Context: an optimization exercise on an open-source flow, tuned for small area, a short achievable clock period and few clock cycles per item. The choices shown serve that exercise and are no tape-out recipe. At most, simulation tests tie the RTL to the original design; equivalence was not proved. Power is estimated from default activity; no workload was simulated.

the previous run:
// frequency_based_cache_replacement_core
module frequency_based_cache_replacement_core (
   input  logic        clock,
   input  logic        reset,
   input  logic        req_tvalid,
   output logic        req_tready,
   input  logic [47:0] req_tdata,
   output logic        rsp_tvalid,
   input  logic        rsp_tready,
   output logic [55:0] rsp_tdata,
   output logic [1:0]  rsp_tuser,
   input  logic        csr_valid,
   output logic        csr_ready,
   input  logic [0:0]  csr_index,
   input  logic [4:0]  csr_data
);
   localparam int N  = fbrc_pkg::ENTRIES;
   localparam int KW = fbrc_pkg::KEY_W;
   localparam int CW = fbrc_pkg::COUNT_W;
   localparam int SW = fbrc_pkg::SLOT_W;
   localparam int RW = 2 + SW + KW;    
   logic [N-1:0] newm, inwin;
   logic [N-1:0] newm_w, inwin_w;
   assign csr_ready = 1'b1;
   always_comb begin
      for (int i = 0; i < N; i++) begin
         newm_w[i]  = ({1'b0, csr_data} > 6'(i));
         inwin_w[i] = (csr_data == 5'd0) ? (i == N - 1) : ({1'b0, csr_data} >= 6'(N - i));
      end
   end
   always_ff @(posedge clock) begin
      if (reset) begin
         newm  <= N'(16'h000f);    
         inwin <= N'(16'hff00);    
      end else if (csr_valid) begin
         if (csr_index[0]) inwin <= inwin_w;
         else              newm  <= newm_w;
      end
   end
   logic [KW-1:0] key  [N];
   logic [CW-1:0] cnt  [N];
   logic [SW-1:0] slot [N];
   logic [N-1:0]  v;                 
   logic [SW-1:0] occ;               
   logic [N-1:0]  lt [N];            
   logic          a_v, b_v;          
   logic [KW-1:0] a_key, b_key;
   logic [N-1:0]  b_m;               
   logic          b_hit;             
   logic          b_innew;           
   logic [CW-1:0] b_c;               
   logic [SW-1:0] b_s;               
   logic          h_v, s_v;
   logic [RW-1:0] h_d, s_d;
   logic          rdy;
   logic          go, deq, adv;
   logic          a_v_n, b_v_n, h_v_n, s_v_n;
   assign go  = b_v & ~(h_v & s_v);
   assign adv = a_v & (~b_v | go);
   assign deq = h_v & rsp_tready;
   assign a_v_n = (a_v & ~adv) | (req_tvalid & rdy);
   assign b_v_n = (b_v & ~go) | adv;
   always_comb begin
      h_v_n = h_v;
      s_v_n = s_v;
      if (go) begin
         if (h_v & ~deq) s_v_n = 1'b1;
         h_v_n = 1'b1;
  ...
For scale: about 120 I/O pins, about 0.071 mm^2 of cells after synthesis.
clock: 10.0 ns
lec_check: 0
cap_margin: 20
core_margin: 2
core_utilization: 45
setup_slack_margin: 5
slew_margin: 20
standard.sh (not shown) runs the stock make flow with config.mk's settings and CLKGATE_MAP_FILE= SYNTH_SCRIPT=/design/flow/synth_recipe.tcl, a recipe that flattens the netlist after the stock synthesis.
==> flow/flow/run.sh <==
#!/bin/bash
set -euo pipefail
MARGIN=$(cat flow/margin.txt)
CTS=$(cat flow/cts_args.txt)
sed -e "s/SETUP_SLACK_MARGIN=5/SETUP_SLACK_MARGIN=${MARGIN}/" \
    -e "s|\"\${@:-finish}\"|'CTS_ARGS=${CTS}' \"\${@:-finish}\"|" \
    standard.sh > standard_tuned.sh
grep -q "SETUP_SLACK_MARGIN=${MARGIN}" standard_tuned.sh
grep -q "CTS_ARGS=" standard_tuned.sh
bash standard_tuned.sh > make.log 2>&1
==> flow/flow/cts_args.txt <==
-sink_clustering_enable -repair_clock_nets -dont_use_dummy_load -buf_list {sky130_fd_sc_hd__clkbuf_4 sky130_fd_sc_hd__clkbuf_8}
==> flow/flow/margin.txt <==
6.5
Inputs modified between the previous run and the current run:
--- a/flow/design.v
+++ b/flow/design.v
@@ -115,15 +115,15 @@
    end
    assign same = (a_key == b_key);
    logic [N-1:0]  vict, sh, hth, vth;
    logic          hit, full, ev, in_new, inc;
    logic [CW-1:0] cnew, cp1;
    logic [SW-1:0] sv, snew;
    logic [KW-1:0] evk;
-   logic [N-1:0]  lt_c, lt_n;
+   logic [N-1:0]  lt_q, lt_e, lt_o, lt_c, lt_n;
    assign full = v[N-1];
    function automatic logic less(input logic [CW-1:0] a, input logic [CW-1:0] b);
       less = 1'b0;
       for (int i = 0; i < CW; i++) less = (~a[i] & b[i]) | (~(a[i] ^ b[i]) & less);
    endfunction
    always_comb begin
       for (int i = 0; i < N; i++) begin
@@ -160,16 +160,23 @@
          vth[i] = vm;
       end
       sh[0] = 1'b1;
       for (int i = 1; i < N; i++) begin
          sh[i] = hit ? hth[i] : full ? vth[i] : v[i-1];
       end
    end
-   always_comb begin
-      for (int k = 0; k < N; k++) lt_c[k] = less(cnew, cnt[k]);
+   logic [CW-1:0] incm;
+   assign incm = b_c ^ cp1;
+   always_comb begin
+      for (int k = 0; k < N; k++) begin
+         lt_q[k] = less(b_c, cnt[k]);
+         lt_e[k] = ((cnt[k] ^ b_c) == incm);
+         lt_o[k] = |cnt[k][CW-1:1];
+         lt_c[k] = hit ? (lt_q[k] & ~(inc & lt_e[k])) : lt_o[k];
+      end
       lt_n = '0;
       for (int j = 1; j < N; j++) lt_n[j] = sh[j] ? lt_c[j-1] : lt_c[j];
    end
    always_ff @(posedge clock) begin
       if (go) begin
          key[0]  <= b_key;
          cnt[0]  <= cnew;
Findings:
In the metrics for the previous run and the current run, the one carrying the lower final standard cell count with taps included and fillers excluded is the previous run. Per the comparison of the current run with the previous run, initial antenna violation count higher, clock power saw an increase, area of all sequential standard cells held steady. The current run vs. the previous run: multi-input gate share of total cell area went up by 1.8 points. When the current run is set beside the previous run, its count of cell types in the netlist turns out to be 6 larger. Critical path depth: the current run vs the previous run down 4. Synthesized cell count, the previous run and the current run: higher on the current run. [compare] base=the previous run new=the current run: met2 track demand over resource in global routing +1.3 points; worst-case reg-to-reg path depth -4; number of setup buffers added after CTS went down.
Function was not checked in any run of this note: the RTL went through the layout flow alone.

* * *

== lane 1 ==
The RTL this note starts from:
==> flow/design.v <==
package fbrc_pkg;
   localparam int ENTRIES = 16;
   localparam int COUNT_W = 16;
   localparam int FD_W    = 16;
   localparam int BN_W    = 31;
   localparam int KEY_W   = FD_W + BN_W;
   localparam int SLOT_W  = 4;
   localparam int CFG_W   = 5;
   localparam logic [CFG_W-1:0] NEW_SECTION_RESET = 5'd4;
   localparam logic [CFG_W-1:0] OLD_SECTION_RESET = 5'd8;
endpackage
module frequency_based_cache_replacement_core (
   input  logic        clock,
   input  logic        reset,
   input  logic        req_tvalid,
   output logic        req_tready,
   input  logic [47:0] req_tdata,
   output logic        rsp_tvalid,
   input  logic        rsp_tready,
   output logic [55:0] rsp_tdata,
   output logic [1:0]  rsp_tuser,
   input  logic        csr_valid,
   output logic        csr_ready,
   input  logic [0:0]  csr_index,
   input  logic [4:0]  csr_data
);
   localparam int N  = fbrc_pkg::ENTRIES;
   localparam int KW = fbrc_pkg::KEY_W;
   localparam int CW = fbrc_pkg::COUNT_W;
   localparam int SW = fbrc_pkg::SLOT_W;
   localparam int RW = 2 + SW + KW;    
   localparam int LW = 16;             
   logic [N-1:0] newm, inwin;
   logic [N-1:0] newm_w, inwin_w;
   assign csr_ready = 1'b1;
   always_comb begin
      for (int i = 0; i < N; i++) begin
         newm_w[i]  = ({1'b0, csr_data} > 6'(i));
         inwin_w[i] = (csr_data == 5'd0) ? (i == N - 1) : ({1'b0, csr_data} >= 6'(N - i));
      end
   end
   always_ff @(posedge clock) begin
      if (reset) begin
         newm  <= N'(16'h000f);    
         inwin <= N'(16'hff00);    
      end else if (csr_valid) begin
         if (csr_index[0]) inwin <= inwin_w;
         else              newm  <= newm_w;
      end
   end
   logic [KW-1:0] key  [N];
   logic [CW-1:0] cnt  [N];
   logic [SW-1:0] slot [N];
   logic [N-1:0]  v;                 
   logic [SW-1:0] occ;               
   logic [N-1:0]  lt [N];            
   logic          a_v, b_v;          
   logic [KW-1:0] a_key, b_key;
   logic [N-1:0]  a_m;               
   logic [N-1:0]  b_m;               
   logic          b_hit;             
   logic          b_innew;           
   logic [CW-1:0] b_c;               
   logic [SW-1:0] b_s;               
   logic          h_v, s_v;
   logic [RW-1:0] h_d, s_d;
   logic          rdy;
   logic          go, deq, adv;
   logic          a_v_n, b_v_n, h_v_n, s_v_n;
   assign go  = b_v & ~(h_v & s_v);
   assign adv = a_v & (~b_v | go);
   assign deq = h_v & rsp_tready;
   assign a_v_n = (a_v & ~adv) | (req_tvalid & rdy);
   assign b_v_n = (b_v & ~go) | adv;
   always_comb begin
      h_v_n = h_v;
      s_v_n = s_v;
      if (go) begin
         if (h_v & ~deq) s_v_n = 1'b1;
         h_v_n = 1'b1;
      end else if (deq) begin
         h_v_n = s_v;
         s_v_n = 1'b0;
      end
   end
   always_ff @(posedge clock) begin
      if (reset) begin
         a_v <= 1'b0;
         b_v <= 1'b0;
         h_v <= 1'b0;
         s_v <= 1'b0;
         rdy <= 1'b1;
      end else begin
         a_v <= a_v_n;
         b_v <= b_v_n;
         h_v <= h_v_n;
         s_v <= s_v_n;
         rdy <= ~(a_v_n & b_v_n & h_v_n & s_v_n);
      end
   end
   always_ff @(posedge clock) begin
      if (rdy) a_key <= req_tdata[KW-1:0];
   end
   assign req_tready = rdy;
   logic [N-1:0]  m_in, m0;
   logic [CW-1:0] c0;
   logic [SW-1:0] s0;
   logic          same;              
   logic          same_in;           
   always_comb begin
      for (int i = 0; i < N; i++) m_in[i] = v[i] && (key[i][LW-1:0] == req_tdata[LW-1:0]);
   end
   assign same_in = (req_tdata[LW-1:0] == b_key[LW-1:0]);
   always_comb begin
      for (int i = 0; i < N; i++) m0[i] = a_m[i] && (key[i][KW-1:LW] == a_key[KW-1:LW]);
   end
   always_comb begin
      c0 = '0;
      s0 = '0;
      for (int i = 0; i < N; i++) begin
         c0 = c0 | ({CW{m0[i]}} & cnt[i]);
         s0 = s0 | ({SW{m0[i]}} & slot[i]);
      end
   end
   assign same = (a_key == b_key);
   logic [N-1:0]  vict, sh, hth, vth;
   logic          hit, full, ev, in_new, inc;
   logic [CW-1:0] cnew, cp1;
   logic [SW-1:0] sv, snew;
   logic [KW-1:0] evk;
   logic [N-1:0]  lt_q, lt_e, lt_o, lt_c, lt_n;
   assign full = v[N-1];
   function automatic logic less(input logic [CW-1:0] a, input logic [CW-1:0] b);
      less = 1'b0;
      for (int i = 0; i < CW; i++) less = (~a[i] & b[i]) | (~(a[i] ^ b[i]) & less);
   endfunction
   always_comb begin
      for (int i = 0; i < N; i++) begin
         vict[i] = inwin[i];
         for (int j = 0; j < N; j++) begin
            if (j > i) vict[i] = vict[i] & lt[i][j];
            if (j < i) vict[i] = vict[i] & ~(inwin[j] & lt[j][i]);
         end
      end
   end
   assign hit = b_hit;
   assign ev  = ~hit & full;
   assign in_new = b_innew;
   always_comb begin
      sv  = '0;
      evk = '0;
      for (int i = 0; i < N; i++) begin
         sv  = sv  | ({SW{vict[i] & ev}} & slot[i]);
         evk = evk | ({KW{vict[i] & ev}} & key[i]);
      end
   end
   assign inc  = ~in_new & ~(&b_c);
   assign cp1  = b_c + CW'(1);
   assign cnew = hit ? (inc ? cp1 : b_c) : CW'(1);
   assign snew = hit ? b_s : full ? sv : occ;
   always_comb begin
      logic hm, vm;
      hm = 1'b0;
      vm = 1'b0;
      for (int i = N - 1; i >= 0; i--) begin
         hm = hm | b_m[i];
         vm = vm | vict[i];
         hth[i] = hm;
         vth[i] = vm;
      end
      sh[0] = 1'b1;
      for (int i = 1; i < N; i++) begin
         sh[i] = hit ? hth[i] : full ? vth[i] : v[i-1];
      end
   end
   logic [CW-1:0] incm;
   assign incm = b_c ^ cp1;
   always_comb begin
      for (int k = 0; k < N; k++) begin
         lt_q[k] = less(b_c, cnt[k]);
         lt_e[k] = ((cnt[k] ^ b_c) == incm);
         lt_o[k] = |cnt[k][CW-1:1];
         lt_c[k] = hit ? (lt_q[k] & ~(inc & lt_e[k])) : lt_o[k];
      end
      lt_n = '0;
      for (int j = 1; j < N; j++) lt_n[j] = sh[j] ? lt_c[j-1] : lt_c[j];
   end
   always_ff @(posedge clock) begin
      if (go) begin
         key[0]  <= b_key;
         cnt[0]  <= cnew;
         slot[0] <= snew;
         lt[0]   <= lt_n;
         for (int i = 1; i < N; i++) begin
            if (sh[i]) begin
               key[i]  <= key[i-1];
               cnt[i]  <= cnt[i-1];
               slot[i] <= slot[i-1];
            end
         end
         for (int a = 1; a < N; a++) begin
            for (int b = a + 1; b < N; b++) begin
               if (sh[b])      lt[a][b] <= lt[a-1][b-1];
               else if (sh[a]) lt[a][b] <= lt[a-1][b];
            end
         end
      end
   end
   always_ff @(posedge clock) begin
      if (reset) begin
         v   <= '0;
         occ <= '0;
      end else if (go & ~hit & ~full) begin
         v   <= {v[N-2:0], 1'b1};
         occ <= occ + SW'(1);
      end
   end
   always_ff @(posedge clock) begin
      if (rdy) begin
         if (go) begin
            a_m[0] <= same_in;
            for (int i = 1; i < N; i++) a_m[i] <= sh[i] ? m_in[i-1] : m_in[i];
         end else begin
            a_m <= m_in;
         end
      end
   end
   logic [N-1:0] m0x;
   logic         innew0x;
   always_comb begin
      m0x = m0 & ~({N{ev}} & vict);
      innew0x = 1'b0;
      for (int r = 0; r < N; r++) begin
         if (r < N - 1) innew0x = innew0x | (m0x[r] & (sh[r+1] ? newm[r+1] : newm[r]));
         else           innew0x = innew0x | (m0x[r] & newm[r]);
      end
   end
   always_ff @(posedge clock) begin
      if (adv) begin
         b_key <= a_key;
         if (go) begin
            b_m[0] <= same;
            for (int i = 1; i < N; i++) b_m[i] <= sh[i] ? m0[i-1] : m0[i];
            b_c     <= same ? cnew : c0;
            b_s     <= same ? snew : s0;
            b_hit   <= same | (|m0x);
            b_innew <= same ? newm[0] : innew0x;
         end else begin
            b_m     <= m0;
            b_c     <= c0;
            b_s     <= s0;
            b_hit   <= |m0;
            b_innew <= |(m0 & newm);
         end
      end
   end
   logic [RW-1:0] res;
   assign res = {ev, hit, snew, evk};
   always_ff @(posedge clock) begin
      if (go) begin
         if (~h_v | deq) h_d <= res;
         if (h_v)        s_d <= res;
      end else if (deq) begin
         h_d <= s_d;
      end
   end
   assign rsp_tvalid = h_v;
   assign rsp_tuser  = h_d[RW-1:RW-2];
   assign rsp_tdata  = {5'b0, h_d[KW-1:0], h_d[KW+SW-1:KW]};
endmodule
clock: 10.0 ns
lec_check: 0
cap_margin: 20
core_margin: 2
core_utilization: 45
setup_slack_margin: 5
slew_margin: 20
tns_end_percent: 20
==> flow/flow/run.sh <==
#!/bin/bash
set -euo pipefail
MARGIN=$(cat flow/margin.txt)
EXTRA=""
while IFS= read -r line; do
  [[ -z "$line" ]] && continue
  EXTRA="$EXTRA '$line'"
done < flow/make_args.txt
sed -e "s/SETUP_SLACK_MARGIN=5/SETUP_SLACK_MARGIN=${MARGIN}/" \
    -e "s|\"\${@:-finish}\"|${EXTRA} \"\${@:-finish}\"|" \
    standard.sh > standard_tuned.sh
grep -q "SETUP_SLACK_MARGIN=${MARGIN}" standard_tuned.sh
bash standard_tuned.sh > make.log 2>&1
==> flow/flow/make_args.txt <==
CTS_ARGS=-sink_clustering_enable -repair_clock_nets -dont_use_dummy_load
BUFFER_PORTS_ARGS=-buffer_cell sky130_fd_sc_hd__buf_4
Scripts as last shown in full above: flow/flow/margin.txt
Lane 1: done, clean on timing, DRC and antenna
For lane 2, these inputs were changed with respect to lane 1:
diff --git a/flow/design.v b/flow/design.v
--- a/flow/design.v
+++ b/flow/design.v
@@ -29,7 +29,6 @@
    localparam int CW = fbrc_pkg::COUNT_W;
    localparam int SW = fbrc_pkg::SLOT_W;
    localparam int RW = 2 + SW + KW;    
-   localparam int LW = 16;             
    logic [N-1:0] newm, inwin;
    logic [N-1:0] newm_w, inwin_w;
    assign csr_ready = 1'b1;
@@ -108,12 +107,10 @@
    logic          same;              
    logic          same_in;           
    always_comb begin
-      for (int i = 0; i < N; i++) m_in[i] = v[i] && (key[i][LW-1:0] == req_tdata[LW-1:0]);
-   end
-   assign same_in = (req_tdata[LW-1:0] == b_key[LW-1:0]);
-   always_comb begin
-      for (int i = 0; i < N; i++) m0[i] = a_m[i] && (key[i][KW-1:LW] == a_key[KW-1:LW]);
-   end
+      for (int i = 0; i < N; i++) m_in[i] = v[i] && (key[i] == req_tdata[KW-1:0]);
+   end
+   assign same_in = (req_tdata[KW-1:0] == b_key);
+   assign m0      = a_m;
    always_comb begin
       c0 = '0;
       s0 = '0;
@@ -150,8 +147,8 @@
       sv  = '0;
       evk = '0;
       for (int i = 0; i < N; i++) begin
-         sv  = sv  | ({SW{vict[i] & ev}} & slot[i]);
-         evk = evk | ({KW{vict[i] & ev}} & key[i]);
+         sv  = sv  | ({SW{vict[i]}} & slot[i]);
+         evk = evk | ({KW{vict[i]}} & key[i]);
       end
    end
    assign inc  = ~in_new & ~(&b_c);
@@ -255,7 +252,7 @@
       end
    end
    logic [RW-1:0] res;
-   assign res = {ev, hit, snew, evk};
+   assign res = {ev, hit, snew, ev ? evk : KW'(0)};
    always_ff @(posedge clock) begin
       if (go) begin
          if (~h_v | deq) h_d <= res;
==> comparison <==
As of lane 2, post-CTS resize count had risen by more than 10% compared to lane 1.
Startpoint of the most critical setup path: lt[1][9]$_DFFE_PP_ -> lane 2, a_key[17]$_DFFE_PP_ -> lane 1
Lane 1 → lane 2: synthesized area per cell went down about 1.4%, required arrival time at the worst endpoint went down 230 ps, leakage dissipation rose 1.1%.
On lane 2: part of the power in registers is 0.8 points lower than what lane 1 gave.
NOTE final wirelength lane 1->lane 2 increased by more than 10%
Testbench counts of lane 2, summed over its fixed seeds: cycles 4,024, items 4,000.
No functional check of the RTL was part of lane 1.

## separate check: timing with driven ports
The flow's constraints put no driver on any port. The routed layouts listed below were extracted and timed again, unchanged, in two steps. Step 1 (the two cells are an assumption about what drives the block):
set clk [get_ports {clock}]
set_driving_cell -lib_cell sky130_fd_sc_hd__clkbuf_16 $clk
set_driving_cell -lib_cell sky130_fd_sc_hd__buf_2 [delete_from_list [all_inputs] $clk]
Step 2 adds t to the input delays and takes it off the output delays; t is the mean of the earliest and latest rising clock arrival at the registers after step 1. Input paths then give back, and output paths get back, about the clock's delay inside the block. Slacks: no drivers / after step 1 / after step 2; pairs: no drivers / after step 1.
run | shift t [ns] | slack for setup (ns) | worst hold slack (ns)
the previous run | 1.079 | 5.386 / 5.386 / 5.386 | 0.412 / 0.412 / 0.412
the current run | 1.145 | 5.810 / 5.810 / 5.810 | 0.420 / 0.420 / 0.420
lane 1 | 0.910 | 6.211 / 6.211 / 5.569 | 0.462 / 0.462 / 0.462
lane 2 | 0.932 | 6.092 / 6.092 / 5.226 | 0.444 / 0.444 / 0.444
After both steps every run listed still meets setup and hold. For lane 2, which loses most, drivers alone change the setup slack by 0.000 ns; drivers and shift together by -0.866 ns.
